This is an optimization exercise on Yosys and OpenROAD, whose aim is small area, a short achievable clock period and few clock cycles per item, not a production implementation. In this exercise RTL edits were held to simulation tests only and were not proved equivalent to the original.

==> design.v <==
    function automatic logic [7:0] get_byte(input logic [127:0] b, input integer n);
        get_byte = b[8*(15-n) +: 8];
    endfunction
    function automatic logic [31:0] get_word(input logic [127:0] b, input integer k);
        get_word = {get_byte(b, k + 12), get_byte(b, k + 8), get_byte(b, k + 4), get_byte(b, k)};
    endfunction
    function automatic logic [7:0] rcon(input logic [3:0] i);
        case (i)
            4'd1:    rcon = 8'h01;
            4'd2:    rcon = 8'h02;
            4'd3:    rcon = 8'h04;
            4'd4:    rcon = 8'h08;
            4'd5:    rcon = 8'h10;
            4'd6:    rcon = 8'h20;
            4'd7:    rcon = 8'h40;
            4'd8:    rcon = 8'h80;
            4'd9:    rcon = 8'h1b;
            4'd10:   rcon = 8'h36;
            default: rcon = 8'h00;
        endcase
    endfunction
`timescale 1ns/1ps
module aes_dec_regs (
    input  logic         clk,
    input  logic         avs_read_i,
    input  logic         avs_write_i,
    input  logic [3:0]   avs_address_i,
    input  logic [31:0]  avs_writedata_i,
    input  logic         decrypt_busy_i,
    input  logic         key_ready_i,
    input  logic [127:0] plaintext_i,
    output logic [31:0]  avs_readdata_o,
    output logic         avs_waitrequest_o,
    output logic         expand_start_o,
    output logic         key_write_o,
    output logic         decrypt_start_o,
    output logic [127:0] cipher_key_o,
    output logic [127:0] ciphertext_o
);
    function automatic logic [7:0] get_byte(input logic [127:0] b, input integer n);
        get_byte = b[8*(15-n) +: 8];
    endfunction
    function automatic logic [31:0] get_word(input logic [127:0] b, input integer k);
        get_word = {get_byte(b, k + 12), get_byte(b, k + 8), get_byte(b, k + 4), get_byte(b, k)};
    endfunction
    function automatic logic [7:0] rcon(input logic [3:0] i);
        case (i)
            4'd1:    rcon = 8'h01;
            4'd2:    rcon = 8'h02;
            4'd3:    rcon = 8'h04;
            4'd4:    rcon = 8'h08;
            4'd5:    rcon = 8'h10;
            4'd6:    rcon = 8'h20;
            4'd7:    rcon = 8'h40;
            4'd8:    rcon = 8'h80;
            4'd9:    rcon = 8'h1b;
            4'd10:   rcon = 8'h36;
            default: rcon = 8'h00;
        endcase
    endfunction
    logic [3:0]   addr;
    logic         sel_key;
    logic         sel_ct;
    logic         sel_exp;
    logic         sel_dec;
    logic         wr_acc;
    logic [127:0] key_q;
    logic [127:0] ct_q;
    assign addr    = avs_address_i;
    assign sel_key = (addr[3:2] == 2'd0);
    assign sel_ct  = (addr[3:2] == 2'd1);
    assign sel_exp = (addr == 4'(8));
    assign sel_dec = (addr == 4'(9));
    assign avs_waitrequest_o = (avs_read_i  && sel_key && decrypt_busy_i) ||
                               (avs_write_i && (sel_key || sel_exp) && decrypt_busy_i) ||
                               (avs_write_i && sel_dec && !key_ready_i);
    assign wr_acc          = avs_write_i && !avs_waitrequest_o;
    assign expand_start_o  = wr_acc && sel_exp;
    assign decrypt_start_o = wr_acc && sel_dec;
    assign key_write_o     = wr_acc && sel_key;
    always_ff @(posedge clk) begin
        for (int k = 0; k < 4; k++) begin
            for (int i = 0; i < 4; i++) begin
                if (wr_acc && sel_key && addr[1:0] == 2'(k)) begin
                    key_q[8*(15-(k+4*i)) +: 8] <= avs_writedata_i[8*i +: 8];
                end
                if (wr_acc && sel_ct && addr[1:0] == 2'(k)) begin
                    ct_q[8*(15-(k+4*i)) +: 8] <= avs_writedata_i[8*i +: 8];
                end
            end
        end
    end
    assign cipher_key_o = key_q;
    assign ciphertext_o = ct_q;
    always_comb begin
        avs_readdata_o = '0;
        if (sel_key) begin
            avs_readdata_o = get_word(plaintext_i, addr[1:0]);
        end
    end
endmodule
`timescale 1ns/1ps
module aes_key_expand (
    input  logic         clk,
    input  logic         rst_n,
    input  logic         expand_start_i,
    input  logic         decrypt_start_i,
    input  logic         decrypt_busy_i,
    input  logic         key_write_i,
    input  logic [127:0] cipher_key_i,
    output logic         key_ready_o,
    output logic         last_round_o,
    output logic [127:0] whiten_key_o,
    output logic [127:0] round_key_o
);
    function automatic logic [7:0] get_byte(input logic [127:0] b, input integer n);
        get_byte = b[8*(15-n) +: 8];
    endfunction
    function automatic logic [31:0] get_word(input logic [127:0] b, input integer k);
        get_word = {get_byte(b, k + 12), get_byte(b, k + 8), get_byte(b, k + 4), get_byte(b, k)};
    endfunction
    function automatic logic [7:0] rcon(input logic [3:0] i);
        case (i)
            4'd1:    rcon = 8'h01;
            4'd2:    rcon = 8'h02;
            4'd3:    rcon = 8'h04;
            4'd4:    rcon = 8'h08;
            4'd5:    rcon = 8'h10;
            4'd6:    rcon = 8'h20;
            4'd7:    rcon = 8'h40;
            4'd8:    rcon = 8'h80;
            4'd9:    rcon = 8'h1b;
            4'd10:   rcon = 8'h36;
            default: rcon = 8'h00;
        endcase
    endfunction
    localparam logic [3:0] LAST_IDX = 4'(10);
    logic [127:0] rk_q;      
    logic [3:0]   idx_q;
    logic         clean_q;   
    logic         walk;      
    logic         last;      
    logic         fast;      
    logic         fwd;       
    logic         fwd_q;     
    logic         fast_q;    
    logic         step_back;
    logic         busy_d;
    logic [3:0]   idx_d;
    logic         clean_d;
    logic [31:0]  k0, k1, k2, k3p;
    logic [31:0]  sub_in;
    logic [31:0]  sub;
    logic [31:0]  t;
    logic [127:0] nxt_key;
    assign {k0, k1, k2, k3p} = rk_q;
    assign walk      = !decrypt_busy_i && (idx_q != LAST_IDX);
    assign last      = decrypt_busy_i && (idx_q == 4'd1);
    assign fast      = last && clean_q;
    assign fwd       = walk || fast;
    assign step_back = decrypt_start_i || (decrypt_busy_i && idx_q != 4'd1);
    assign sub_in = fwd_q ? (k2 ^ k3p) : k3p;
    for (genvar i = 0; i < 4; i++) begin : g_sbox
        aes_sbox u_sbox (.x(sub_in[8*((i+3)%4) +: 8]), .y(sub[8*i +: 8]));
    end
    assign t = k0 ^ sub ^ {rcon(fwd_q ? idx_q + 4'd1 : idx_q), 24'h000000};
    assign nxt_key = {t,
                      k1 ^ (fwd ? t : k0),
                      k1 ^ k2 ^ (fwd ? t : 32'h0),
                      k2 ^ k3p ^ (fwd ? 32'h0 : k1)};
    always_comb begin
        if (expand_start_i) begin
            idx_d = 4'd0;
        end else if (step_back) begin
            idx_d = idx_q - 4'd1;
        end else if (fwd) begin
            idx_d = idx_q + 4'd1;
        end else begin
            idx_d = idx_q;
        end
    end
    assign clean_d = expand_start_i || (clean_q && !key_write_i);
    assign busy_d = decrypt_start_i || (decrypt_busy_i && !last);
    always_ff @(posedge clk) begin
        if (!rst_n) begin
            idx_q   <= LAST_IDX;
            clean_q <= 1'b0;
            fwd_q   <= 1'b0;
            fast_q  <= 1'b0;
        end else begin
            idx_q   <= idx_d;
            clean_q <= clean_d;
            fwd_q   <= (!busy_d && idx_d != LAST_IDX) || (busy_d && idx_d == 4'd1 && clean_d);
            fast_q  <= busy_d && idx_d == 4'd1 && clean_d;
        end
    end
    always_ff @(posedge clk) begin
        if (expand_start_i) begin
            rk_q <= {cipher_key_i[127:32], cipher_key_i[63:32] ^ cipher_key_i[31:0]};
        end else if (step_back || fwd) begin
            rk_q <= nxt_key;
        end
    end
    assign key_ready_o  = (idx_q == LAST_IDX) && !decrypt_busy_i;
    assign last_round_o = (idx_q == 4'd1);
    assign whiten_key_o = {k0, k1, k2, k2 ^ k3p};
    assign round_key_o  = {fast_q ? cipher_key_i[127:96] : t, k0 ^ k1, k1 ^ k2, k3p};
endmodule
`timescale 1ns/1ps
module aes_dec_core (
    input  logic         clk,
    input  logic         rst_n,
    input  logic         decrypt_start_i,
    input  logic         last_round_i,
    input  logic [127:0] ciphertext_i,
    input  logic [127:0] whiten_key_i,
    input  logic [127:0] round_key_i,
    output logic         decrypt_busy_o,
    output logic [127:0] plaintext_o
);
    function automatic logic [7:0] get_byte(input logic [127:0] b, input integer n);
        get_byte = b[8*(15-n) +: 8];
    endfunction
    function automatic logic [31:0] get_word(input logic [127:0] b, input integer k);
        get_word = {get_byte(b, k + 12), get_byte(b, k + 8), get_byte(b, k + 4), get_byte(b, k)};
    endfunction
    function automatic logic [7:0] rcon(input logic [3:0] i);
        case (i)
            4'd1:    rcon = 8'h01;
            4'd2:    rcon = 8'h02;
            4'd3:    rcon = 8'h04;
            4'd4:    rcon = 8'h08;
            4'd5:    rcon = 8'h10;
            4'd6:    rcon = 8'h20;
            4'd7:    rcon = 8'h40;
            4'd8:    rcon = 8'h80;
            4'd9:    rcon = 8'h1b;
            4'd10:   rcon = 8'h36;
            default: rcon = 8'h00;
        endcase
    endfunction
    logic         busy_q;
    logic [127:0] state_q;
    logic [127:0] imc;
    logic [127:0] sub_in;
    logic [127:0] nxt;
    for (genvar c = 0; c < 4; c++) begin : g_imc
        aes_imc_col u_imc (
            .a({state_q[127-32*c-24 -: 8], state_q[127-32*c-16 -: 8],
                state_q[127-32*c-8 -: 8], state_q[127-32*c -: 8]}),
            .y({imc[127-32*c-24 -: 8], imc[127-32*c-16 -: 8],
                imc[127-32*c-8 -: 8], imc[127-32*c -: 8]})
        );
    end
    assign sub_in = busy_q ? imc : (ciphertext_i ^ whiten_key_i);
    for (genvar r = 0; r < 4; r++) begin : g_row
        for (genvar c = 0; c < 4; c++) begin : g_col
            aes_inv_sbox_ark u_isbox (
                .x({round_key_i[8*(15-(r+4*c)) +: 8],
                    sub_in[8*(15-(r+4*((c+4-r)%4))) +: 8]}),
                .y(nxt[8*(15-(r+4*c)) +: 8])
            );
        end
    end
    always_ff @(posedge clk) begin
        if (!rst_n) begin
            busy_q <= 1'b0;
        end else if (decrypt_start_i) begin
            busy_q <= 1'b1;
        end else if (last_round_i) begin
            busy_q <= 1'b0;
        end
    end
    always_ff @(posedge clk) begin
        if (decrypt_start_i || busy_q) begin
            state_q <= nxt;
        end
    end
    assign decrypt_busy_o = busy_q;
    assign plaintext_o    = state_q;
endmodule
module aes_g_xor(input logic a, input logic b, output logic y);
    assign y = a ^ b;
endmodule
module aes_g_xnor(input logic a, input logic b, output logic y);
    assign y = ~(a ^ b);
endmodule
module aes_g_and(input logic a, input logic b, output logic y);
    assign y = a & b;
endmodule
module aes_g_nand(input logic a, input logic b, output logic y);
    assign y = ~(a & b);
endmodule
module aes_g_or(input logic a, input logic b, output logic y);
    assign y = a | b;
endmodule
module aes_g_nor(input logic a, input logic b, output logic y);
    assign y = ~(a | b);
endmodule
module aes_g_andn(input logic a, input logic b, output logic y);
    assign y = ~a & b;
endmodule
module aes_g_nandn(input logic a, input logic b, output logic y);
    assign y = a | ~b;
endmodule
module aes_inv_sbox_ark (
    input  logic [15:0] x,
    output logic [7:0] y
);
    logic P0, P1, P2, P3, P4, P5, P6, P7, P8, P9, P10, P11;
    logic P12, P13, P14, P15, P16, P17, P18, P19, P20, P21, P22, P23;
    logic P24, P25, P26, P27, P28, P29, M1, M2, M3, M4, M5, M6;
    logic M7, M8, M9, M10, M11, M12, M13, M14, M15, M16, M17, M18;
    logic M19, M20, M21, M22, M23, M24, M25, M26, M27, M28, M29, M30;
    logic M31, M32, M33, M34, M35, M36, M37, M38, M39, M40, M41, M42;
    logic M43, M44, M45, M46, M47, M48, M49, M50, M51, M52, M53, M54;
    logic M55, M56, M57, M58, M59, M60, M61, M62, M63, Q0, Q1, Q2;
    logic Q3, Q4, Q5, Q6, Q7, Q8, Q9, Q10, Q11, Q12, Q13, Q14;
    logic Q15, Q16, Q17, Q18, Q19, Q20, Q21, Q22, Q23, Q24, Q25, Q26;
    logic Q27, Q28, Q29, Q30, Q31, Q32, Q33, Q34, Q35, Q36, Q37, Q38;
    logic Q39, Q40, Q41, Q42;
    aes_g_xor u0 (.a(x[4]), .b(x[6]), .y(P0));
    aes_g_xor u1 (.a(x[0]), .b(x[1]), .y(P1));
    aes_g_xnor u2 (.a(x[3]), .b(x[4]), .y(P2));
    aes_g_xor u3 (.a(x[6]), .b(x[7]), .y(P3));
    aes_g_xor u4 (.a(P0), .b(P1), .y(P4));
    aes_g_xor u5 (.a(x[2]), .b(x[5]), .y(P5));
    aes_g_xor u6 (.a(x[0]), .b(x[3]), .y(P6));
    aes_g_xor u7 (.a(x[3]), .b(x[6]), .y(P7));
    aes_g_xor u8 (.a(x[7]), .b(P0), .y(P8));
    aes_g_xor u9 (.a(P1), .b(P3), .y(P9));
    aes_g_xor u10 (.a(x[1]), .b(x[2]), .y(P10));
    aes_g_xor u11 (.a(x[0]), .b(x[5]), .y(P11));
    aes_g_xor u12 (.a(x[2]), .b(x[3]), .y(P12));
    aes_g_xor u13 (.a(x[2]), .b(x[7]), .y(P13));
    aes_g_xnor u14 (.a(x[4]), .b(x[7]), .y(P14));
    aes_g_xor u15 (.a(x[1]), .b(x[5]), .y(P15));
    aes_g_xnor u16 (.a(P3), .b(P6), .y(P16));
    aes_g_xor u17 (.a(x[7]), .b(P5), .y(P17));
    aes_g_xnor u18 (.a(x[5]), .b(P2), .y(P18));
    aes_g_xor u19 (.a(P7), .b(P15), .y(P19));
    aes_g_xor u20 (.a(P1), .b(P7), .y(P20));
    aes_g_xor u21 (.a(P0), .b(P11), .y(P21));
    aes_g_xor u22 (.a(P1), .b(P2), .y(P22));
    aes_g_xnor u23 (.a(P2), .b(P10), .y(P23));
    aes_g_xnor u24 (.a(P0), .b(P5), .y(P24));
    aes_g_xnor u25 (.a(x[0]), .b(P2), .y(P25));
    aes_g_xor u26 (.a(P4), .b(P13), .y(P26));
    aes_g_xor u27 (.a(P9), .b(P12), .y(P27));
    aes_g_xor u28 (.a(x[3]), .b(P8), .y(P28));
    aes_g_xnor u29 (.a(x[5]), .b(P4), .y(P29));
    aes_g_nor u30 (.a(P9), .b(P24), .y(M1));
    aes_g_nor u31 (.a(P14), .b(P8), .y(M2));
    aes_g_xnor u32 (.a(P27), .b(M1), .y(M3));
    aes_g_nor u33 (.a(P4), .b(P17), .y(M4));
    aes_g_xor u34 (.a(M4), .b(M1), .y(M5));
    aes_g_nor u35 (.a(P22), .b(P19), .y(M6));
    aes_g_nor u36 (.a(P0), .b(P25), .y(M7));
    aes_g_xnor u37 (.a(P21), .b(M6), .y(M8));
    aes_g_nor u38 (.a(P20), .b(P29), .y(M9));
    aes_g_xor u39 (.a(M9), .b(M6), .y(M10));
    aes_g_nor u40 (.a(P2), .b(P26), .y(M11));
    aes_g_nor u41 (.a(P28), .b(P23), .y(M12));
    aes_g_xor u42 (.a(M12), .b(M11), .y(M13));
    aes_g_nor u43 (.a(P3), .b(P16), .y(M14));
    aes_g_xor u44 (.a(M14), .b(M11), .y(M15));
    aes_g_xor u45 (.a(M3), .b(M2), .y(M16));
    aes_g_xnor u46 (.a(M5), .b(P6), .y(M17));
    aes_g_xor u47 (.a(M8), .b(M7), .y(M18));
    aes_g_xor u48 (.a(M10), .b(M15), .y(M19));
    aes_g_xor u49 (.a(M16), .b(M13), .y(M20));
    aes_g_xor u50 (.a(M17), .b(M15), .y(M21));
    aes_g_xor u51 (.a(M18), .b(M13), .y(M22));
    aes_g_xnor u52 (.a(M19), .b(P18), .y(M23));
    aes_g_xnor u53 (.a(M22), .b(M23), .y(M24));
    aes_g_nand u54 (.a(M22), .b(M20), .y(M25));
    aes_g_xor u55 (.a(M21), .b(M25), .y(M26));
    aes_g_xnor u56 (.a(M20), .b(M21), .y(M27));
    aes_g_xor u57 (.a(M23), .b(M25), .y(M28));
    aes_g_nor u58 (.a(M28), .b(M27), .y(M29));
    aes_g_nor u59 (.a(M26), .b(M24), .y(M30));
    aes_g_nand u60 (.a(M20), .b(M23), .y(M31));
    aes_g_nor u61 (.a(M27), .b(M31), .y(M32));
    aes_g_xor u62 (.a(M27), .b(M25), .y(M33));
    aes_g_nand u63 (.a(M21), .b(M22), .y(M34));
    aes_g_nor u64 (.a(M24), .b(M34), .y(M35));
    aes_g_xor u65 (.a(M24), .b(M25), .y(M36));
    aes_g_xnor u66 (.a(M21), .b(M29), .y(M37));
    aes_g_xnor u67 (.a(M32), .b(M33), .y(M38));
    aes_g_xnor u68 (.a(M23), .b(M30), .y(M39));
    aes_g_xnor u69 (.a(M35), .b(M36), .y(M40));
    aes_g_xnor u70 (.a(M38), .b(M40), .y(M41));
    aes_g_xnor u71 (.a(M37), .b(M39), .y(M42));
    aes_g_xnor u72 (.a(M37), .b(M38), .y(M43));
    aes_g_xnor u73 (.a(M39), .b(M40), .y(M44));
    aes_g_xnor u74 (.a(M42), .b(M41), .y(M45));
    aes_g_nor u75 (.a(M44), .b(P24), .y(M46));
    aes_g_nor u76 (.a(M40), .b(P8), .y(M47));
    aes_g_nor u77 (.a(M39), .b(P17), .y(M48));
    aes_g_nor u78 (.a(M43), .b(P19), .y(M49));
    aes_g_nor u79 (.a(M38), .b(P25), .y(M50));
    aes_g_nor u80 (.a(M37), .b(P29), .y(M51));
    aes_g_nor u81 (.a(M42), .b(P26), .y(M52));
    aes_g_nor u82 (.a(M45), .b(P23), .y(M53));
    aes_g_nor u83 (.a(M41), .b(P16), .y(M54));
    aes_g_nor u84 (.a(M44), .b(P9), .y(M55));
    aes_g_nor u85 (.a(M40), .b(P14), .y(M56));
    aes_g_nor u86 (.a(M39), .b(P4), .y(M57));
    aes_g_nor u87 (.a(M43), .b(P22), .y(M58));
    aes_g_nor u88 (.a(M38), .b(P0), .y(M59));
    aes_g_nor u89 (.a(M37), .b(P20), .y(M60));
    aes_g_nor u90 (.a(M42), .b(P2), .y(M61));
    aes_g_nor u91 (.a(M45), .b(P28), .y(M62));
    aes_g_nor u92 (.a(M41), .b(P3), .y(M63));
    aes_g_xor u93 (.a(M52), .b(M61), .y(Q0));
    aes_g_xor u94 (.a(M58), .b(Q0), .y(Q1));
    aes_g_xor u95 (.a(M59), .b(Q1), .y(Q2));
    aes_g_xor u96 (.a(M54), .b(M62), .y(Q3));
    aes_g_xor u97 (.a(M47), .b(M50), .y(Q4));
    aes_g_xor u98 (.a(M48), .b(M56), .y(Q5));
    aes_g_xor u99 (.a(Q2), .b(Q3), .y(Q6));
    aes_g_xor u100 (.a(M57), .b(M63), .y(Q7));
    aes_g_xor u101 (.a(M60), .b(Q4), .y(Q8));
    aes_g_xor u102 (.a(M49), .b(Q5), .y(Q9));
    aes_g_xor u103 (.a(M46), .b(M51), .y(Q10));
    aes_g_xor u104 (.a(M50), .b(M53), .y(Q11));
    aes_g_xor u105 (.a(Q8), .b(Q9), .y(Q12));
    aes_g_xor u106 (.a(Q2), .b(Q11), .y(Q13));
    aes_g_xor u107 (.a(M59), .b(x[14]), .y(Q14));
    aes_g_xor u108 (.a(M54), .b(M63), .y(Q15));
    aes_g_xor u109 (.a(M48), .b(x[12]), .y(Q16));
    aes_g_xor u110 (.a(M51), .b(x[15]), .y(Q17));
    aes_g_xor u111 (.a(M57), .b(x[13]), .y(Q18));
    aes_g_xor u112 (.a(x[10]), .b(Q4), .y(Q19));
    aes_g_xor u113 (.a(M55), .b(M61), .y(Q20));
    aes_g_xor u114 (.a(Q5), .b(Q7), .y(Q21));
    aes_g_xor u115 (.a(M49), .b(Q17), .y(Q22));
    aes_g_xor u116 (.a(M55), .b(Q15), .y(Q23));
    aes_g_xor u117 (.a(M49), .b(x[9]), .y(Q24));
    aes_g_xor u118 (.a(x[8]), .b(Q7), .y(Q25));
    aes_g_xor u119 (.a(M46), .b(Q16), .y(Q26));
    aes_g_xor u120 (.a(Q10), .b(Q19), .y(Q27));
    aes_g_xor u121 (.a(Q14), .b(Q23), .y(Q28));
    aes_g_xor u122 (.a(x[11]), .b(Q10), .y(Q29));
    aes_g_xor u123 (.a(Q20), .b(Q25), .y(Q30));
    aes_g_xor u124 (.a(M62), .b(Q24), .y(Q31));
    aes_g_xor u125 (.a(Q3), .b(Q12), .y(Q32));
    aes_g_xor u126 (.a(Q21), .b(Q29), .y(Q33));
    aes_g_xor u127 (.a(Q0), .b(Q12), .y(Q34));
    aes_g_xor u128 (.a(Q1), .b(Q18), .y(Q35));
    aes_g_xor u129 (.a(Q28), .b(Q34), .y(Q36));
    aes_g_xor u130 (.a(Q32), .b(Q35), .y(Q37));
    aes_g_xor u131 (.a(Q13), .b(Q33), .y(Q38));
    aes_g_xor u132 (.a(Q13), .b(Q31), .y(Q39));
    aes_g_xor u133 (.a(Q6), .b(Q26), .y(Q40));
    aes_g_xor u134 (.a(Q6), .b(Q22), .y(Q41));
    aes_g_xor u135 (.a(Q6), .b(Q27), .y(Q42));
    assign y[0] = Q30;
    assign y[1] = Q39;
    assign y[2] = Q42;
    assign y[3] = Q38;
    assign y[4] = Q40;
    assign y[5] = Q37;
    assign y[6] = Q36;
    assign y[7] = Q41;
endmodule
module aes_sbox (
    input  logic [7:0] x,
    output logic [7:0] y
);
    logic T1, T2, T3, T4, T5, T6, T7, T8, T9, T10, T11, T12;
    logic T13, T14, T15, T16, T17, T18, T19, T20, T21, T22, T23, T24;
    logic T25, T26, T27, M1, M2, M3, M4, M5, M6, M7, M8, M9;
    logic M10, M11, M12, M13, M14, M15, M16, M17, M18, M19, M20, M21;
    logic M22, M23, M24, M25, M26, M27, M28, M29, M30, M31, M32, M33;
    logic M34, M35, M36, M37, M38, M39, M40, M41, M42, M43, M44, M45;
    logic M46, M47, M48, M49, M50, M51, M52, M53, M54, M55, M56, M57;
    logic M58, M59, M60, M61, M62, M63, L0, L1, L2, L3, L4, L5;
    logic L6, L7, L8, L9, L10, L11, L12, L13, L14, L15, L16, L17;
    logic L18, L19, L20, L21, L22, L23, L24, L25, L26, L27, L28, L29;
    logic S0, S1, S2, S3, S4, S5, S6, S7;
    aes_g_xnor u0 (.a(x[7]), .b(x[4]), .y(T1));
    aes_g_xnor u1 (.a(x[7]), .b(x[2]), .y(T2));
    aes_g_xnor u2 (.a(x[7]), .b(x[1]), .y(T3));
    aes_g_xnor u3 (.a(x[4]), .b(x[2]), .y(T4));
    aes_g_xor u4 (.a(x[3]), .b(x[1]), .y(T5));
    aes_g_xor u5 (.a(T1), .b(T5), .y(T6));
    aes_g_xor u6 (.a(x[6]), .b(x[5]), .y(T7));
    aes_g_xor u7 (.a(x[0]), .b(T6), .y(T8));
    aes_g_xnor u8 (.a(x[0]), .b(T7), .y(T9));
    aes_g_xor u9 (.a(T6), .b(T7), .y(T10));
    aes_g_xor u10 (.a(x[6]), .b(x[2]), .y(T11));
    aes_g_xor u11 (.a(x[5]), .b(x[2]), .y(T12));
    aes_g_xnor u12 (.a(T3), .b(T4), .y(T13));
    aes_g_xnor u13 (.a(T6), .b(T11), .y(T14));
    aes_g_xnor u14 (.a(T5), .b(T11), .y(T15));
    aes_g_xnor u15 (.a(T5), .b(T12), .y(T16));
    aes_g_xnor u16 (.a(T9), .b(T16), .y(T17));
    aes_g_xor u17 (.a(x[4]), .b(x[0]), .y(T18));
    aes_g_xor u18 (.a(T7), .b(T18), .y(T19));
    aes_g_xor u19 (.a(T1), .b(T19), .y(T20));
    aes_g_xor u20 (.a(x[1]), .b(x[0]), .y(T21));
    aes_g_xnor u21 (.a(T7), .b(T21), .y(T22));
    aes_g_xnor u22 (.a(T2), .b(T22), .y(T23));
    aes_g_xor u23 (.a(T2), .b(T10), .y(T24));
    aes_g_xor u24 (.a(T20), .b(T17), .y(T25));
    aes_g_xor u25 (.a(T3), .b(T16), .y(T26));
    aes_g_xor u26 (.a(T1), .b(T12), .y(T27));
    aes_g_nor u27 (.a(T13), .b(T6), .y(M1));
    aes_g_nor u28 (.a(T23), .b(T8), .y(M2));
    aes_g_xor u29 (.a(T14), .b(M1), .y(M3));
    aes_g_nand u30 (.a(T19), .b(x[0]), .y(M4));
    aes_g_xnor u31 (.a(M4), .b(M1), .y(M5));
    aes_g_nor u32 (.a(T3), .b(T16), .y(M6));
    aes_g_nor u33 (.a(T22), .b(T9), .y(M7));
    aes_g_xor u34 (.a(T26), .b(M6), .y(M8));
    aes_g_nor u35 (.a(T20), .b(T17), .y(M9));
    aes_g_xor u36 (.a(M9), .b(M6), .y(M10));
    aes_g_nor u37 (.a(T1), .b(T15), .y(M11));
    aes_g_nor u38 (.a(T4), .b(T27), .y(M12));
    aes_g_xor u39 (.a(M12), .b(M11), .y(M13));
    aes_g_nor u40 (.a(T2), .b(T10), .y(M14));
    aes_g_xor u41 (.a(M14), .b(M11), .y(M15));
    aes_g_xor u42 (.a(M3), .b(M2), .y(M16));
    aes_g_xor u43 (.a(M5), .b(T24), .y(M17));
    aes_g_xor u44 (.a(M8), .b(M7), .y(M18));
    aes_g_xor u45 (.a(M10), .b(M15), .y(M19));
    aes_g_xor u46 (.a(M16), .b(M13), .y(M20));
    aes_g_xor u47 (.a(M17), .b(M15), .y(M21));
    aes_g_xor u48 (.a(M18), .b(M13), .y(M22));
    aes_g_xor u49 (.a(M19), .b(T25), .y(M23));
    aes_g_xnor u50 (.a(M22), .b(M23), .y(M24));
    aes_g_nand u51 (.a(M22), .b(M20), .y(M25));
    aes_g_xor u52 (.a(M21), .b(M25), .y(M26));
    aes_g_xnor u53 (.a(M20), .b(M21), .y(M27));
    aes_g_xor u54 (.a(M23), .b(M25), .y(M28));
    aes_g_nor u55 (.a(M28), .b(M27), .y(M29));
    aes_g_nor u56 (.a(M26), .b(M24), .y(M30));
    aes_g_nand u57 (.a(M20), .b(M23), .y(M31));
    aes_g_nor u58 (.a(M27), .b(M31), .y(M32));
    aes_g_xor u59 (.a(M27), .b(M25), .y(M33));
    aes_g_nand u60 (.a(M21), .b(M22), .y(M34));
    aes_g_nor u61 (.a(M24), .b(M34), .y(M35));
    aes_g_xor u62 (.a(M24), .b(M25), .y(M36));
    aes_g_xnor u63 (.a(M21), .b(M29), .y(M37));
    aes_g_xnor u64 (.a(M32), .b(M33), .y(M38));
    aes_g_xor u65 (.a(M23), .b(M30), .y(M39));
    aes_g_xnor u66 (.a(M35), .b(M36), .y(M40));
    aes_g_xnor u67 (.a(M38), .b(M40), .y(M41));
    aes_g_xor u68 (.a(M37), .b(M39), .y(M42));
    aes_g_xnor u69 (.a(M37), .b(M38), .y(M43));
    aes_g_xor u70 (.a(M39), .b(M40), .y(M44));
    aes_g_xnor u71 (.a(M42), .b(M41), .y(M45));
    aes_g_nor u72 (.a(M44), .b(T6), .y(M46));
    aes_g_nor u73 (.a(M40), .b(T8), .y(M47));
    aes_g_nand u74 (.a(M39), .b(x[0]), .y(M48));
    aes_g_nor u75 (.a(M43), .b(T16), .y(M49));
    aes_g_nor u76 (.a(M38), .b(T9), .y(M50));
    aes_g_nor u77 (.a(M37), .b(T17), .y(M51));
    aes_g_nor u78 (.a(M42), .b(T15), .y(M52));
    aes_g_nor u79 (.a(M45), .b(T27), .y(M53));
    aes_g_nor u80 (.a(M41), .b(T10), .y(M54));
    aes_g_nor u81 (.a(M44), .b(T13), .y(M55));
    aes_g_nor u82 (.a(M40), .b(T23), .y(M56));
    aes_g_nand u83 (.a(M39), .b(T19), .y(M57));
    aes_g_nor u84 (.a(M43), .b(T3), .y(M58));
    aes_g_nor u85 (.a(M38), .b(T22), .y(M59));
    aes_g_nor u86 (.a(M37), .b(T20), .y(M60));
    aes_g_nor u87 (.a(M42), .b(T1), .y(M61));
    aes_g_nor u88 (.a(M45), .b(T4), .y(M62));
    aes_g_nor u89 (.a(M41), .b(T2), .y(M63));
    aes_g_xor u90 (.a(M61), .b(M62), .y(L0));
    aes_g_xor u91 (.a(M50), .b(M56), .y(L1));
    aes_g_xnor u92 (.a(M46), .b(M48), .y(L2));
    aes_g_xor u93 (.a(M47), .b(M55), .y(L3));
    aes_g_xor u94 (.a(M54), .b(M58), .y(L4));
    aes_g_xor u95 (.a(M49), .b(M61), .y(L5));
    aes_g_xor u96 (.a(M62), .b(L5), .y(L6));
    aes_g_xor u97 (.a(M46), .b(L3), .y(L7));
    aes_g_xor u98 (.a(M51), .b(M59), .y(L8));
    aes_g_xor u99 (.a(M52), .b(M53), .y(L9));
    aes_g_xor u100 (.a(M53), .b(L4), .y(L10));
    aes_g_xor u101 (.a(M60), .b(L2), .y(L11));
    aes_g_xnor u102 (.a(M48), .b(M51), .y(L12));
    aes_g_xor u103 (.a(M50), .b(L0), .y(L13));
    aes_g_xor u104 (.a(M52), .b(M61), .y(L14));
    aes_g_xor u105 (.a(M55), .b(L1), .y(L15));
    aes_g_xor u106 (.a(M56), .b(L0), .y(L16));
    aes_g_xnor u107 (.a(M57), .b(L1), .y(L17));
    aes_g_xor u108 (.a(M58), .b(L8), .y(L18));
    aes_g_xor u109 (.a(M63), .b(L4), .y(L19));
    aes_g_xor u110 (.a(L0), .b(L1), .y(L20));
    aes_g_xor u111 (.a(L1), .b(L7), .y(L21));
    aes_g_xor u112 (.a(L3), .b(L12), .y(L22));
    aes_g_xor u113 (.a(L18), .b(L2), .y(L23));
    aes_g_xor u114 (.a(L15), .b(L9), .y(L24));
    aes_g_xor u115 (.a(L6), .b(L10), .y(L25));
    aes_g_xor u116 (.a(L7), .b(L9), .y(L26));
    aes_g_xor u117 (.a(L8), .b(L10), .y(L27));
    aes_g_xor u118 (.a(L11), .b(L14), .y(L28));
    aes_g_xor u119 (.a(L11), .b(L17), .y(L29));
    aes_g_xor u120 (.a(L6), .b(L24), .y(S0));
    aes_g_xnor u121 (.a(L16), .b(L26), .y(S1));
    aes_g_xnor u122 (.a(L19), .b(L28), .y(S2));
    aes_g_xor u123 (.a(L6), .b(L21), .y(S3));
    aes_g_xor u124 (.a(L20), .b(L22), .y(S4));
    aes_g_xor u125 (.a(L25), .b(L29), .y(S5));
    aes_g_xnor u126 (.a(L13), .b(L27), .y(S6));
    aes_g_xnor u127 (.a(L6), .b(L23), .y(S7));
    assign y[0] = S7;
    assign y[1] = S6;
    assign y[2] = S5;
    assign y[3] = S4;
    assign y[4] = S3;
    assign y[5] = S2;
    assign y[6] = S1;
    assign y[7] = S0;
endmodule
module aes_imc_col (
    input  logic [31:0] a,
    output logic [31:0] y
);
    logic T0, T1, T2, T3, T4, T5, T6, T7, T8, T9, T10, T11;
    logic T12, T13, T14, T15, T16, T17, T18, T19, T20, T21, T22, T23;
    logic T24, T25, T26, T27, T28, T29, T30, T31, T32, T33, T34, T35;
    logic T36, T37, T38, T39, T40, T41, T42, T43, T44, T45, T46, T47;
    logic T48, T49, T50, T51, T52, T53, T54, T55, T56, T57, T58, T59;
    logic T60, T61, T62, T63, T64, T65, T66, T67, T68, T69, T70, T71;
    logic T72, T73, T74, T75, T76, T77, T78, T79, T80, T81, T82, T83;
    logic T84, T85, T86, T87, T88, T89, T90, T91, T92, T93, T94, T95;
    logic T96, T97, T98, T99, T100, T101, T102, T103, T104, T105, T106, T107;
    logic T108, T109, T110, T111, T112, T113, T114, T115, T116, T117, T118, T119;
    logic T120, T121, T122, T123, T124, T125, T126, T127, T128, T129, T130, T131;
    logic T132, T133, T134, T135, T136, T137, T138, T139, T140, T141, T142, T143;
    logic T144, T145, T146, T147, T148, T149, T150, T151, T152, T153, T154, T155;
    logic T156, T157, T158, T159, T160, T161, T162, T163, T164, T165, T166, T167;
    logic T168, T169, T170, T171, T172;
    aes_g_xor u0 (.a(a[13]), .b(a[29]), .y(T0));
    aes_g_xor u1 (.a(a[5]), .b(a[21]), .y(T1));
    aes_g_xor u2 (.a(a[6]), .b(a[22]), .y(T2));
    aes_g_xor u3 (.a(a[14]), .b(a[30]), .y(T3));
    aes_g_xor u4 (.a(T0), .b(T1), .y(T4));
    aes_g_xor u5 (.a(a[11]), .b(a[23]), .y(T5));
    aes_g_xor u6 (.a(a[7]), .b(a[27]), .y(T6));
    aes_g_xor u7 (.a(a[19]), .b(a[31]), .y(T7));
    aes_g_xor u8 (.a(a[3]), .b(a[15]), .y(T8));
    aes_g_xor u9 (.a(a[18]), .b(T3), .y(T9));
    aes_g_xor u10 (.a(a[10]), .b(T2), .y(T10));
    aes_g_xor u11 (.a(a[1]), .b(T4), .y(T11));
    aes_g_xor u12 (.a(a[9]), .b(a[25]), .y(T12));
    aes_g_xor u13 (.a(a[4]), .b(a[20]), .y(T13));
    aes_g_xor u14 (.a(a[12]), .b(a[28]), .y(T14));
    aes_g_xor u15 (.a(a[0]), .b(a[16]), .y(T15));
    aes_g_xor u16 (.a(a[8]), .b(a[24]), .y(T16));
    aes_g_xor u17 (.a(a[26]), .b(T10), .y(T17));
    aes_g_xor u18 (.a(a[2]), .b(T9), .y(T18));
    aes_g_xor u19 (.a(T5), .b(T7), .y(T19));
    aes_g_xor u20 (.a(T6), .b(T8), .y(T20));
    aes_g_xor u21 (.a(a[17]), .b(T12), .y(T21));
    aes_g_xor u22 (.a(a[7]), .b(a[23]), .y(T22));
    aes_g_xor u23 (.a(a[15]), .b(a[31]), .y(T23));
    aes_g_xor u24 (.a(a[17]), .b(T2), .y(T24));
    aes_g_xor u25 (.a(T15), .b(T16), .y(T25));
    aes_g_xor u26 (.a(T13), .b(T14), .y(T26));
    aes_g_xor u27 (.a(T19), .b(T20), .y(T27));
    aes_g_xor u28 (.a(T3), .b(T4), .y(T28));
    aes_g_xor u29 (.a(T11), .b(T21), .y(T29));
    aes_g_xor u30 (.a(T17), .b(T18), .y(T30));
    aes_g_xor u31 (.a(T11), .b(T24), .y(T31));
    aes_g_xor u32 (.a(a[15]), .b(a[23]), .y(T32));
    aes_g_xor u33 (.a(a[7]), .b(a[31]), .y(T33));
    aes_g_xor u34 (.a(a[23]), .b(a[31]), .y(T34));
    aes_g_xor u35 (.a(a[7]), .b(a[15]), .y(T35));
    aes_g_xor u36 (.a(a[2]), .b(a[17]), .y(T36));
    aes_g_xor u37 (.a(T5), .b(T8), .y(T37));
    aes_g_xor u38 (.a(a[4]), .b(T7), .y(T38));
    aes_g_xor u39 (.a(T5), .b(T6), .y(T39));
    aes_g_xor u40 (.a(T15), .b(T23), .y(T40));
    aes_g_xor u41 (.a(T2), .b(T14), .y(T41));
    aes_g_xor u42 (.a(T3), .b(T13), .y(T42));
    aes_g_xor u43 (.a(T2), .b(T16), .y(T43));
    aes_g_xor u44 (.a(T16), .b(T22), .y(T44));
    aes_g_xor u45 (.a(T0), .b(T8), .y(T45));
    aes_g_xor u46 (.a(T1), .b(T23), .y(T46));
    aes_g_xor u47 (.a(T0), .b(T22), .y(T47));
    aes_g_xor u48 (.a(a[26]), .b(T25), .y(T48));
    aes_g_xor u49 (.a(T1), .b(T39), .y(T49));
    aes_g_xor u50 (.a(T4), .b(T43), .y(T50));
    aes_g_xor u51 (.a(a[6]), .b(T26), .y(T51));
    aes_g_xor u52 (.a(a[22]), .b(T26), .y(T52));
    aes_g_xor u53 (.a(T17), .b(T40), .y(T53));
    aes_g_xor u54 (.a(T18), .b(T44), .y(T54));
    aes_g_xor u55 (.a(T27), .b(T41), .y(T55));
    aes_g_xor u56 (.a(T28), .b(T32), .y(T56));
    aes_g_xor u57 (.a(T27), .b(T42), .y(T57));
    aes_g_xor u58 (.a(a[13]), .b(a[30]), .y(T58));
    aes_g_xor u59 (.a(a[5]), .b(a[22]), .y(T59));
    aes_g_xor u60 (.a(a[4]), .b(a[28]), .y(T60));
    aes_g_xor u61 (.a(a[7]), .b(a[30]), .y(T61));
    aes_g_xor u62 (.a(a[1]), .b(a[9]), .y(T62));
    aes_g_xor u63 (.a(a[12]), .b(a[20]), .y(T63));
    aes_g_xor u64 (.a(a[1]), .b(a[25]), .y(T64));
    aes_g_xor u65 (.a(a[21]), .b(a[29]), .y(T65));
    aes_g_xor u66 (.a(a[14]), .b(a[23]), .y(T66));
    aes_g_xor u67 (.a(a[5]), .b(a[14]), .y(T67));
    aes_g_xor u68 (.a(a[8]), .b(a[16]), .y(T68));
    aes_g_xor u69 (.a(a[3]), .b(a[10]), .y(T69));
    aes_g_xor u70 (.a(a[2]), .b(a[19]), .y(T70));
    aes_g_xor u71 (.a(a[15]), .b(a[30]), .y(T71));
    aes_g_xor u72 (.a(a[12]), .b(a[21]), .y(T72));
    aes_g_xor u73 (.a(a[0]), .b(a[8]), .y(T73));
    aes_g_xor u74 (.a(a[11]), .b(a[18]), .y(T74));
    aes_g_xor u75 (.a(a[5]), .b(a[28]), .y(T75));
    aes_g_xor u76 (.a(a[16]), .b(a[24]), .y(T76));
    aes_g_xor u77 (.a(a[9]), .b(a[24]), .y(T77));
    aes_g_xor u78 (.a(a[9]), .b(a[26]), .y(T78));
    aes_g_xor u79 (.a(a[14]), .b(a[31]), .y(T79));
    aes_g_xor u80 (.a(a[25]), .b(T3), .y(T80));
    aes_g_xor u81 (.a(T7), .b(T69), .y(T81));
    aes_g_xor u82 (.a(T15), .b(T33), .y(T82));
    aes_g_xor u83 (.a(T34), .b(T68), .y(T83));
    aes_g_xor u84 (.a(a[24]), .b(T15), .y(T84));
    aes_g_xor u85 (.a(a[12]), .b(T13), .y(T85));
    aes_g_xor u86 (.a(a[29]), .b(T63), .y(T86));
    aes_g_xor u87 (.a(a[16]), .b(T35), .y(T87));
    aes_g_xor u88 (.a(T33), .b(T76), .y(T88));
    aes_g_xor u89 (.a(T6), .b(T12), .y(T89));
    aes_g_xor u90 (.a(a[0]), .b(T35), .y(T90));
    aes_g_xor u91 (.a(T7), .b(T75), .y(T91));
    aes_g_xor u92 (.a(a[28]), .b(T13), .y(T92));
    aes_g_xor u93 (.a(a[21]), .b(T58), .y(T93));
    aes_g_xor u94 (.a(T6), .b(T14), .y(T94));
    aes_g_xor u95 (.a(a[13]), .b(T59), .y(T95));
    aes_g_xor u96 (.a(a[27]), .b(T36), .y(T96));
    aes_g_xor u97 (.a(a[29]), .b(T67), .y(T97));
    aes_g_xor u98 (.a(T12), .b(T70), .y(T98));
    aes_g_xor u99 (.a(T3), .b(T12), .y(T99));
    aes_g_xor u100 (.a(a[20]), .b(T14), .y(T100));
    aes_g_xor u101 (.a(a[6]), .b(T65), .y(T101));
    aes_g_xor u102 (.a(a[0]), .b(T34), .y(T102));
    aes_g_xor u103 (.a(a[13]), .b(T60), .y(T103));
    aes_g_xor u104 (.a(a[8]), .b(T82), .y(T104));
    aes_g_xor u105 (.a(T9), .b(T25), .y(T105));
    aes_g_xor u106 (.a(T38), .b(T94), .y(T106));
    aes_g_xor u107 (.a(a[20]), .b(T45), .y(T107));
    aes_g_xor u108 (.a(T19), .b(T92), .y(T108));
    aes_g_xor u109 (.a(T10), .b(T96), .y(T109));
    aes_g_xor u110 (.a(T45), .b(T72), .y(T110));
    aes_g_xor u111 (.a(a[25]), .b(T83), .y(T111));
    aes_g_xor u112 (.a(T20), .b(T74), .y(T112));
    aes_g_xor u113 (.a(T4), .b(T81), .y(T113));
    aes_g_xor u114 (.a(T46), .b(T61), .y(T114));
    aes_g_xor u115 (.a(T10), .b(T64), .y(T115));
    aes_g_xor u116 (.a(T88), .b(T99), .y(T116));
    aes_g_xor u117 (.a(T37), .b(T98), .y(T117));
    aes_g_xor u118 (.a(T24), .b(T78), .y(T118));
    aes_g_xor u119 (.a(T37), .b(T100), .y(T119));
    aes_g_xor u120 (.a(T46), .b(T66), .y(T120));
    aes_g_xor u121 (.a(T47), .b(T79), .y(T121));
    aes_g_xor u122 (.a(T77), .b(T90), .y(T122));
    aes_g_xor u123 (.a(T36), .b(T80), .y(T123));
    aes_g_xor u124 (.a(T20), .b(T85), .y(T124));
    aes_g_xor u125 (.a(T19), .b(T25), .y(T125));
    aes_g_xor u126 (.a(T9), .b(T62), .y(T126));
    aes_g_xor u127 (.a(T21), .b(T73), .y(T127));
    aes_g_xor u128 (.a(T47), .b(T71), .y(T128));
    aes_g_xor u129 (.a(T11), .b(T116), .y(T129));
    aes_g_xor u130 (.a(T50), .b(T102), .y(T130));
    aes_g_xor u131 (.a(T28), .b(T117), .y(T131));
    aes_g_xor u132 (.a(T89), .b(T105), .y(T132));
    aes_g_xor u133 (.a(T18), .b(T106), .y(T133));
    aes_g_xor u134 (.a(T49), .b(T103), .y(T134));
    aes_g_xor u135 (.a(T52), .b(T121), .y(T135));
    aes_g_xor u136 (.a(T51), .b(T128), .y(T136));
    aes_g_xor u137 (.a(T109), .b(T125), .y(T137));
    aes_g_xor u138 (.a(T52), .b(T114), .y(T138));
    aes_g_xor u139 (.a(T48), .b(T112), .y(T139));
    aes_g_xor u140 (.a(T51), .b(T120), .y(T140));
    aes_g_xor u141 (.a(T18), .b(T119), .y(T141));
    aes_g_xor u142 (.a(T38), .b(T110), .y(T142));
    aes_g_xor u143 (.a(T50), .b(T87), .y(T143));
    aes_g_xor u144 (.a(T49), .b(T86), .y(T144));
    aes_g_xor u145 (.a(T28), .b(T104), .y(T145));
    aes_g_xor u146 (.a(T17), .b(T124), .y(T146));
    aes_g_xor u147 (.a(T91), .b(T107), .y(T147));
    aes_g_xor u148 (.a(T17), .b(T108), .y(T148));
    aes_g_xor u149 (.a(T11), .b(T137), .y(T149));
    aes_g_xor u150 (.a(T55), .b(T93), .y(T150));
    aes_g_xor u151 (.a(T53), .b(T123), .y(T151));
    aes_g_xor u152 (.a(T29), .b(T146), .y(T152));
    aes_g_xor u153 (.a(T54), .b(T118), .y(T153));
    aes_g_xor u154 (.a(T53), .b(T126), .y(T154));
    aes_g_xor u155 (.a(T56), .b(T84), .y(T155));
    aes_g_xor u156 (.a(T56), .b(T127), .y(T156));
    aes_g_xor u157 (.a(T30), .b(T142), .y(T157));
    aes_g_xor u158 (.a(T30), .b(T147), .y(T158));
    aes_g_xor u159 (.a(T29), .b(T148), .y(T159));
    aes_g_xor u160 (.a(T55), .b(T97), .y(T160));
    aes_g_xor u161 (.a(T31), .b(T139), .y(T161));
    aes_g_xor u162 (.a(T48), .b(T131), .y(T162));
    aes_g_xor u163 (.a(T30), .b(T144), .y(T163));
    aes_g_xor u164 (.a(T29), .b(T133), .y(T164));
    aes_g_xor u165 (.a(T54), .b(T115), .y(T165));
    aes_g_xor u166 (.a(T30), .b(T134), .y(T166));
    aes_g_xor u167 (.a(T31), .b(T122), .y(T167));
    aes_g_xor u168 (.a(T29), .b(T141), .y(T168));
    aes_g_xor u169 (.a(T57), .b(T101), .y(T169));
    aes_g_xor u170 (.a(T31), .b(T111), .y(T170));
    aes_g_xor u171 (.a(T113), .b(T132), .y(T171));
    aes_g_xor u172 (.a(T57), .b(T95), .y(T172));
    assign y[0] = T143;
    assign y[1] = T156;
    assign y[2] = T154;
    assign y[3] = T149;
    assign y[4] = T168;
    assign y[5] = T157;
    assign y[6] = T172;
    assign y[7] = T140;
    assign y[8] = T155;
    assign y[9] = T170;
    assign y[10] = T153;
    assign y[11] = T171;
    assign y[12] = T159;
    assign y[13] = T163;
    assign y[14] = T150;
    assign y[15] = T135;
    assign y[16] = T130;
    assign y[17] = T129;
    assign y[18] = T151;
    assign y[19] = T161;
    assign y[20] = T164;
    assign y[21] = T158;
    assign y[22] = T169;
    assign y[23] = T138;
    assign y[24] = T145;
    assign y[25] = T167;
    assign y[26] = T165;
    assign y[27] = T162;
    assign y[28] = T152;
    assign y[29] = T166;
    assign y[30] = T160;
    assign y[31] = T136;
endmodule
`timescale 1ns/1ps
module aes_dec_top (
    input  logic        clk,
    input  logic        rst_n,
    input  logic        avs_read_i,
    input  logic        avs_write_i,
    input  logic [3:0]  avs_address_i,
    input  logic [31:0] avs_writedata_i,
    output logic [31:0] avs_readdata_o,
    output logic        avs_waitrequest_o
);
    logic         expand_start;
    logic         key_write;
    logic         decrypt_start;
    logic         decrypt_busy;
    logic         key_ready;
    logic         last_round;
    logic [127:0] cipher_key;
    logic [127:0] ciphertext;
    logic [127:0] plaintext;
    logic [127:0] whiten_key;
    logic [127:0] round_key;
    aes_dec_regs i_aes_dec_regs (
        .clk               (clk),
        .avs_read_i        (avs_read_i),
        .avs_write_i       (avs_write_i),
        .avs_address_i     (avs_address_i),
        .avs_writedata_i   (avs_writedata_i),
        .decrypt_busy_i    (decrypt_busy),
        .key_ready_i       (key_ready),
        .plaintext_i       (plaintext),
        .avs_readdata_o    (avs_readdata_o),
        .avs_waitrequest_o (avs_waitrequest_o),
        .expand_start_o    (expand_start),
        .key_write_o       (key_write),
        .decrypt_start_o   (decrypt_start),
        .cipher_key_o      (cipher_key),
        .ciphertext_o      (ciphertext)
    );
    aes_key_expand i_aes_key_expand (
        .clk             (clk),
        .rst_n           (rst_n),
        .expand_start_i  (expand_start),
        .decrypt_start_i (decrypt_start),
        .decrypt_busy_i  (decrypt_busy),
        .key_write_i     (key_write),
        .cipher_key_i    (cipher_key),
        .key_ready_o     (key_ready),
        .last_round_o    (last_round),
        .whiten_key_o    (whiten_key),
        .round_key_o     (round_key)
    );
    aes_dec_core i_aes_dec_core (
        .clk             (clk),
        .rst_n           (rst_n),
        .decrypt_start_i (decrypt_start),
        .last_round_i    (last_round),
        .ciphertext_i    (ciphertext),
        .whiten_key_i    (whiten_key),
        .round_key_i     (round_key),
        .decrypt_busy_o  (decrypt_busy),
        .plaintext_o     (plaintext)
    );
endmodule
==> run.sh <==
#!/bin/bash
# synth_recipe.tcl (not shown) runs the flow's synth.tcl, then flattens the netlist and writes it again
# the make line also repeats each setting of config.mk as NAME=value (left out here)
make -C /OpenROAD-flow-scripts/flow DESIGN_CONFIG=/design/flow/config.mk WORK_HOME=/design/flow/orfs CLKGATE_MAP_FILE= SYNTH_SCRIPT=/design/flow/synth_recipe.tcl finish
==> config.mk <==
export PLATFORM = sky130hd
export DESIGN_NAME = aes_dec_top
export DESIGN_NICKNAME = aes_dec_top
export VERILOG_FILES = /design/flow/design.v
export SDC_FILE = /design/flow/constraint.sdc
export NUM_CORES = 8
export LEC_CHECK = 0
export CAP_MARGIN = 20
export CORE_MARGIN = 2
export CORE_UTILIZATION = 30
export CTS_BUF_LIST = sky130_fd_sc_hd__clkbuf_8
export CTS_CLUSTER_SIZE = 30
export PLACE_DENSITY = 0.8
export SETUP_SLACK_MARGIN = 1.5
export SLEW_MARGIN = 20
export SYNTH_HIERARCHICAL = 1
==> constraint.sdc <==
create_clock -name core_clock -period 9.0 [get_ports {clk}]
set_input_delay 1.8000 -clock core_clock [delete_from_list [all_inputs] [get_ports {clk}]]
set_output_delay 1.8000 -clock core_clock [all_outputs]
set_load 0.01 [all_outputs]
==> results.toml, run 1 <==
[drt]
drtIter0Drc = 4055
antenna_left = 0
dr.pass1.iters = 5
wl_um = 166600
vias_per_cell = 4.779
post-route-drc-count = 0
avgRoutedWirePerCell_um = 21.25
vias = 37476

[logic_synthesis]
synth.avg_cell_area_um2 = 9.634
postSynthCellCount = 5557
ys_warn_count = 9
synth_edf_count = 512
synth_seq_cells = 520
yosysSeqAreaShare_pct = 29.02
syn_area_um2 = 53540
yosys.area_share.adder_pct = 0.1870
muxShareOfSynthArea_pct = 2.498
synth_compound_area_share_pct = 3.356
synth_nets = 5605
synthSimpleGateAreaFrac_pct = 8.675
async_flop_share_pct = 0
synth_xor_xnor_area_share_pct = 51.10
synthFlopType = "edfxtp_1"
synth_top_family_by_area = "XOR/XNOR gates"
synth.distinct_cells = 64

[clock_network]
hold_buffers = 0
clkSinkCount = 520
cts_root_buf = "clkbuf_8"
cts_tree = "yes"
htreeDepth = 3
cts_buffer_depth = 3
insertion_delay_ns = 0.74
numCtsBuffers = 88
path_clk_slew_ns = 0.07

[grt]
grtUsageTotal_pct = 17.66
grt_overflow_total = 0
grt_pass1_wl_um = 240200
antenna_found_initial = 20
grt_pass1_vias = 37200
grt_start_max_net_pins = 103

[sta]
drv_slew = 0
setup_slack_ns = 1.743
setup_tns_ns = 0
min_period_ns = 7.257
hold_violations = 0
slew_headroom_pct = 23.64
finalSetupViolations = 0
timing.final.crit_share_pct = 80.63
rsz0062_at_grt = "true"
worst_slew_pin_slew_ns = 1.143
skew_ns = 0.03776
fmax_mhz = 137.8

[final_layout]
drive_gt1_share_pct = 11.97
final_cell_mix = "xor2_1, nor2_1, xnor2_1"
fin_util_pct = 33.33
final_common_cell = "xor2_1"
design_area_um2 = 59270
fin_cells = 7841
syn_to_final_growth_pct = 10.71
fin_nets = 5461

[place]
dp_hpwl_um = 132400
place.gp.congestion = 0.9986
placed_area_um2 = 54890
dp_slack_ns = 0.7540
dp_cells = 7646
portBuffers = 72

[critical_path]
critPathKind = "register to register"
arrival_ns = 7.70
startpoint_type = "register"
cp-end-kind = "register"
required_ns = 9.44
path_max_fanout = 5

[floorplanning]
die_w_um = 426.5
die_area_um2 = 181900
start_util_pct = 30.11
pin_count = 73
rows = 155
die_h_um = 426.5
core_area_um2 = 177800

[hold_path]
hold_path_class = "register to register"

[status]
status = "complete, no violations"

[job]
maxCapViolCount = 0
per-module statistics from Yosys, one instance, submodules excluded, excerpt:
module / flops+latches / area [um2] / times used
aes_dec_core: 129 / 6730 / 1
aes_dec_regs: 256 / 8840 / 1
aes_g_nand: 0 / 3.754 / 72
aes_g_nor: 0 / 3.754 / 608
aes_g_xnor: 0 / 8.758 / 480
aes_g_xor: 0 / 8.758 / 2220
aes_imc_col: 0 / 240.2 / 4
aes_inv_sbox_ark: 0 / 60.06 / 16
aes_key_expand: 135 / 9607 / 1
aes_sbox: 0 / 60.06 / 4
cells in the mapped netlist (all sizes together), types with 2 or more instances:
| cell | instances | area share (%) |
|---|---|---|
| a211oi | 2 | 0.037 |
| a21boi | 4 | 0.056 |
| a21oi | 7 | 0.072 |
| a31oi | 3 | 0.035 |
| and3 | 3 | 0.035 |
| and3b | 3 | 0.049 |
| and4 | 2 | 0.033 |
| buf | 337 | 4.8 |
| clkbuf | 40 | 0.28 |
| dfxtp | 8 | 0.30 |
| edfxtp | 512 | 29 |
| ha | 8 | 0.19 |
| inv | 13 | 0.091 |
| mux2 | 52 | 1.1 |
| mux2i | 2 | 0.037 |
| mux4 | 32 | 1.4 |
| nand2 | 427 | 3.0 |
| nand2b | 7 | 0.086 |
| nand3 | 4 | 0.037 |
| nand3b | 3 | 0.042 |
| nor2 | 625 | 4.4 |
| nor2b | 41 | 0.49 |
| nor3 | 12 | 0.11 |
| nor3b | 6 | 0.093 |
| nor4 | 2 | 0.023 |
| nor4b | 5 | 0.082 |
| o21a | 5 | 0.070 |
| o21ai | 239 | 2.8 |
| o21bai | 2 | 0.028 |
| o31a | 2 | 0.033 |
| o31ai | 7 | 0.098 |
| or2 | 4 | 0.051 |
| or3 | 2 | 0.023 |
| or3b | 2 | 0.042 |
| xnor2 | 665 | 11 |
| xor2 | 2458 | 40 |
cells by family (layout without fill, tap and decap cells):
logic type	after synthesis	after routing
buf+inv	390	313
fa+ha+maj	8	8
mux	86	86
flops	520	520
other cells	0	6
xor+xnor	3123	3123
simple gates	1153	1153
compound gates	277	277
worst max-delay path, stage by stage (launching register included):
cell and delay (ns):
edfxtp_1 0.36, buf_4 0.20, xor2_1 0.48, xor2_1 0.42, xor2_1 0.28, xor2_1 0.24, nand2_1 0.20, o21ai_1 0.52
xor2_1 0.51, xor2_1 0.34, xor2_1 0.20, xnor2_1 0.15, xor2_1 0.21, xor2_1 0.31, nand2_1 0.23, xor2_1 0.22
nor2_1 0.22, xnor2_2 0.16, xnor2_1 0.30, nor2_1 0.12, xor2_1 0.29, xor2_1 0.27, xor2_1 0.33, xor2_1 0.27
xor2_1 0.10
through the flow:
step	hold slack [ns]
after global placement	0.5028
after detailed placement	0.5107
after CTS	0.5149
final	0.5175
after global routing	0.5408
after floorplan	0.4984
layer usage:
| metal | wire (um) | vias up | global-route usage (%) |
|---|---|---|---|
| met1 | 62740 | 18218 | 21.65 |
| li1 | - | 17050 | - |
| met2 | 78210 | 1773 | 29.44 |
| met4 | 10780 | 14 | 9.788 |
| met3 | 14790 | 421 | 2.849 |
| met5 | 84 | - | 0 |
sequential cells by signal, indices dropped and copies added (netlist names):
register and cells:
i_aes_key_expand.rk_q 128, i_aes_dec_regs.ct_q 128, i_aes_key_expand.clean_q 1, i_aes_key_expand.fwd_q 1
i_aes_dec_core.busy_q 1, i_aes_dec_core.state_q 128, i_aes_dec_regs.key_q 128, i_aes_key_expand.idx_q 4
i_aes_key_expand.fast_q 1
cell type report:
cell class / instances / area, um2
Timing Repair Buffer: 143 / 1294
Inverter: 13 / 48.80
Multi-Input combinational cell: 4647 / 37670
Clock buffer: 89 / 1225
Antenna cell: 6 / 15.01
Fill cell: 17612 / 118600
Sequential cell: 520 / 15540
Clock inverter: 68 / 526.8
Tap cell: 2355 / 2947
path summary, 6_finish.rpt:
kind | startpoint | endpoint | slack, ns | cells past startpoint
max | i_aes_dec_core.state_q[12] | i_aes_dec_core.state_q[75] | 1.74 | 24
min | i_aes_dec_regs.key_q[86] | i_aes_key_expand.rk_q[86] | 0.52 | 2
max reg2reg | i_aes_dec_core.state_q[12] | i_aes_dec_core.state_q[75] | 1.74 | 24
min reg2reg | i_aes_dec_regs.key_q[86] | i_aes_key_expand.rk_q[86] | 0.52 | 2
repair_timing:
| item | in CTS | in global routing |
|---|---|---|
| setup buffers | 0 | 32 |
| endpoints found under the hold margin | 0 | 0 |
| resized for setup | 83 | 236 |
| pin swaps | 2 | 23 |
| setup endpoints to repair | 99 | 131 |
Testbench counts, summed over its fixed seeds: cycles 18,222, blocks 895.
==> run 2, diff against run 1 <==
--- a/config.mk
+++ b/config.mk
@@ -10,7 +10,6 @@
 export CORE_UTILIZATION = 30
 export CTS_BUF_LIST = sky130_fd_sc_hd__clkbuf_8
 export CTS_CLUSTER_SIZE = 30
-export PLACE_DENSITY = 0.8
-export SETUP_SLACK_MARGIN = 1.5
+export SETUP_SLACK_MARGIN = 2.0
 export SLEW_MARGIN = 20
 export SYNTH_HIERARCHICAL = 1
==> results.toml, run 2 <==
[status]
status = "complete, no violations"

[place]
dp_hpwl_um = 141100
place.gp.congestion = 0.9701
portBuffers = 72
dp_slack_ns = 0.4767
placed_area_um2 = 55010

[logic_synthesis]
postSynthCellCount = 5557
async_flop_share_pct = 0
synth_seq_cells = 520
synthFlopType = "edfxtp_1"
synth_top_area_share_pct = 40.19
synth_most_common_cell = "xor2_1"
syn_area_um2 = 53540
synth_edf_count = 512
synth.distinct_cells = 64
synth_top_cell_by_area = "xor2_1"
yosysSeqAreaShare_pct = 29.02
ys_warn_count = 9
synth_common_cells = "xor2_1, xnor2_1, nor2_1"
synthTopCellsByArea = "xor2_1, edfxtp_1, xnor2_1, nor2_1, buf_4"
synth.avg_cell_area_um2 = 9.634
synth_nets = 5605

[grt]
grt_pass1_wl_um = 256200
grt_pass1_vias = 37271
grt_overflow_total = 0
grt_start_max_net_pins = 102
grtUsageTotal_pct = 19.16
antenna_found_initial = 16

[clock_network]
htreeDepth = 3
path_clk_slew_ns = 0.06
cts_root_buf = "clkbuf_8"
numCtsBuffers = 94
cts_buffer_depth = 3
cts_tree = "yes"
insertion_delay_ns = 0.79
clkSinkCount = 520

[drt]
drtIter0Drc = 3462
wl_met3_um = 12040
wl_um = 180600
routed.top_layer = "met5"
post-route-drc-count = 0
dr.pass1.iters = 5
vias = 37471
avgRoutedWirePerCell_um = 22.55
wl_met1_um = 76180
antenna_left = 0
vias_per_cell = 4.679
routed-wl-met2_um = 86660

[sta]
min_period_ns = 6.803
hold_violations = 0
setup_tns_ns = 0
skew_ns = 0.05462
worst_slew_pin_slew_ns = 1.157
rsz0062_at_grt = "true"
slew_headroom_pct = 22.60
drv_slew = 0
timing.final.crit_share_pct = 75.59
fmax_mhz = 147.0
finalSetupViolations = 0
setup_slack_ns = 2.197

[critical_path]
critPathLaunch = "i_aes_dec_core.state_q[35]"
rrSetupSlack_ns = 2.20
rr_startpoint = "i_aes_dec_core.state_q[35]"
arrival_ns = 7.34
path_delay_family = "XOR/XNOR gates"
cp-end-kind = "register"
crit_end = "i_aes_dec_core.state_q[71]"
critPathKind = "register to register"
cpPeakStageDelay_ns = 0.52
r2r_end = "i_aes_dec_core.state_q[71]"
required_ns = 9.54
path_max_fanout = 4
startpoint_type = "register"
critical_path_depth = 25
path_buf_inv = 1
r2r_cells = 25
worst_path_max_delay_cell = "edfxtp_1"

[floorplanning]
core_area_um2 = 177800
die_w_um = 426.5
pin_count = 73
rows = 155
start_util_pct = 30.11
die_h_um = 426.5
die_area_um2 = 181900

[final_layout]
fin_nets = 5624
syn_to_final_growth_pct = 17.94
drive_gt1_share_pct = 19.44
final_cell_mix = "xor2_1, nor2_1, xnor2_1"
design_area_um2 = 63140
final_common_cell = "xor2_1"
fin_util_pct = 35.51

[hold_path]
hold_path_class = "register to register"
worstHoldPathCells = 2

[job]
maxCapViolCount = 0
## run 2: cell count changes in the layout (fill, tap and decap cells not counted), moves of 7 or more
cell      before   now
xnor2_2       81   128
xnor2_1      582   529
o21ai_1       37    30
xor2_1      2284  2103
nor2_2         2    28
o21ai_4        0    11
buf_4         67   217
clkinv_1      17    25
o21ai_2       96   106
xor2_2       141   274
xor2_4        33    81
o21ai_0      106    92
nor2_1       619   593
## run 2: layer usage
metal,global-route usage (%),vias up
met5,0,-
met4,5.577,2
met3,2.475,251
met2,32.06,1317
met1,25.70,18644
li1,-,17257
## run 2: cells by family after synthesis
kind of cell | Yosys count | share of synthesized area, %
AO/OA/AOI/OAI | 277 | 3.356
flip-flops | 520 | 29.02
XOR/XNOR | 3123 | 51.10
adder cells (fa/ha/maj) | 8 | 0.1870
buffers and inverters | 390 | 5.165
AND/OR/NAND/NOR | 1153 | 8.675
multiplexers | 86 | 2.498
## run 2: worst min path at each step
stage                        startpoint  slack [ns]                        end
6_report       i_aes_dec_regs.key_q[91]        0.51  i_aes_key_expand.rk_q[91]
3_3_place_gp   i_aes_dec_regs.key_q[87]        0.50  i_aes_key_expand.rk_q[87]
4_1_cts        i_aes_dec_regs.key_q[91]        0.52  i_aes_key_expand.rk_q[91]
5_1_grt        i_aes_dec_regs.key_q[91]        0.53  i_aes_key_expand.rk_q[91]
3_5_place_dp   i_aes_dec_regs.key_q[72]        0.51  i_aes_key_expand.rk_q[72]
2_1_floorplan  i_aes_dec_regs.key_q[91]        0.50  i_aes_key_expand.rk_q[91]
## run 2: cell type report
cell class                      count  area [um2]
Sequential cell                   520       15540
Timing Repair Buffer              300        2574
Tap cell                         2355        2947
Fill cell                       17628      114700
Clock buffer                       94        1294
Inverter                           13       48.80
Multi-Input combinational cell   4647       40280
Antenna cell                        4       10.01
Clock inverter                     75       449.2
## run 2: timing repair
action,4_1_cts,5_1_grt
hold buffers,0,0
endpoints found under the hold margin,0,0
endpoints found under the setup margin,169,147
pin swaps,27,114
buffers inserted,32,140
gates resized for setup,277,404
## run 2: per-stage QoR
stage	hold WS (ns)	cells
floorplan	0.4984	5557
global route	0.5306	8006
global placement	0.5036	7662
CTS	0.5167	7863
finish	0.5103	8008
detailed placement	0.5110	7662
## run 2: Yosys stat by module (local to each module, per instance), excerpt
module / cells inside / flops+latches / times used / cell area, um2
aes_dec_core: 545 / 129 / 1 / 6730
aes_dec_regs: 355 / 256 / 1 / 8840
aes_g_nand: 1 / 0 / 72 / 3.754
aes_g_nor: 1 / 0 / 608 / 3.754
aes_g_xnor: 1 / 0 / 480 / 8.758
aes_g_xor: 1 / 0 / 2220 / 8.758
aes_imc_col: 32 / 0 / 4 / 240.2
aes_inv_sbox_ark: 8 / 0 / 16 / 60.06
aes_key_expand: 989 / 135 / 1 / 9607
aes_sbox: 8 / 0 / 4 / 60.06
## run 2: worst min-delay path, cell delays in order (launching register included)
cell	delay [ns]
edfxtp_1	0.31
nand2_1	0.05
o31ai_1	0.07

[static timing again, ports no longer ideal]
Ports are ideal in the flow. The routed layouts listed here were re-timed in OpenROAD. Step 1: set_driving_cell puts a clkbuf_16 on clk and a buf_2 on each other input, an assumption about the parent block. Step 2 also shifts input and output timing later by t, the mid clock arrival at the registers, as if the neighbouring blocks saw the same clock. Slacks: ideal / step 1 / step 2; pairs: ideal / step 1.
run	t, ns	setup slack, ns	latest minus earliest clock arrival (ns)	pins driven straight from the clock port
run 1	0.801	1.743 / 1.743 / 1.743	0.047 / 0.046	1
run 2	0.842	2.197 / 2.197 / 2.197	0.059 / 0.058	1
After both steps every run listed still meets setup and hold.
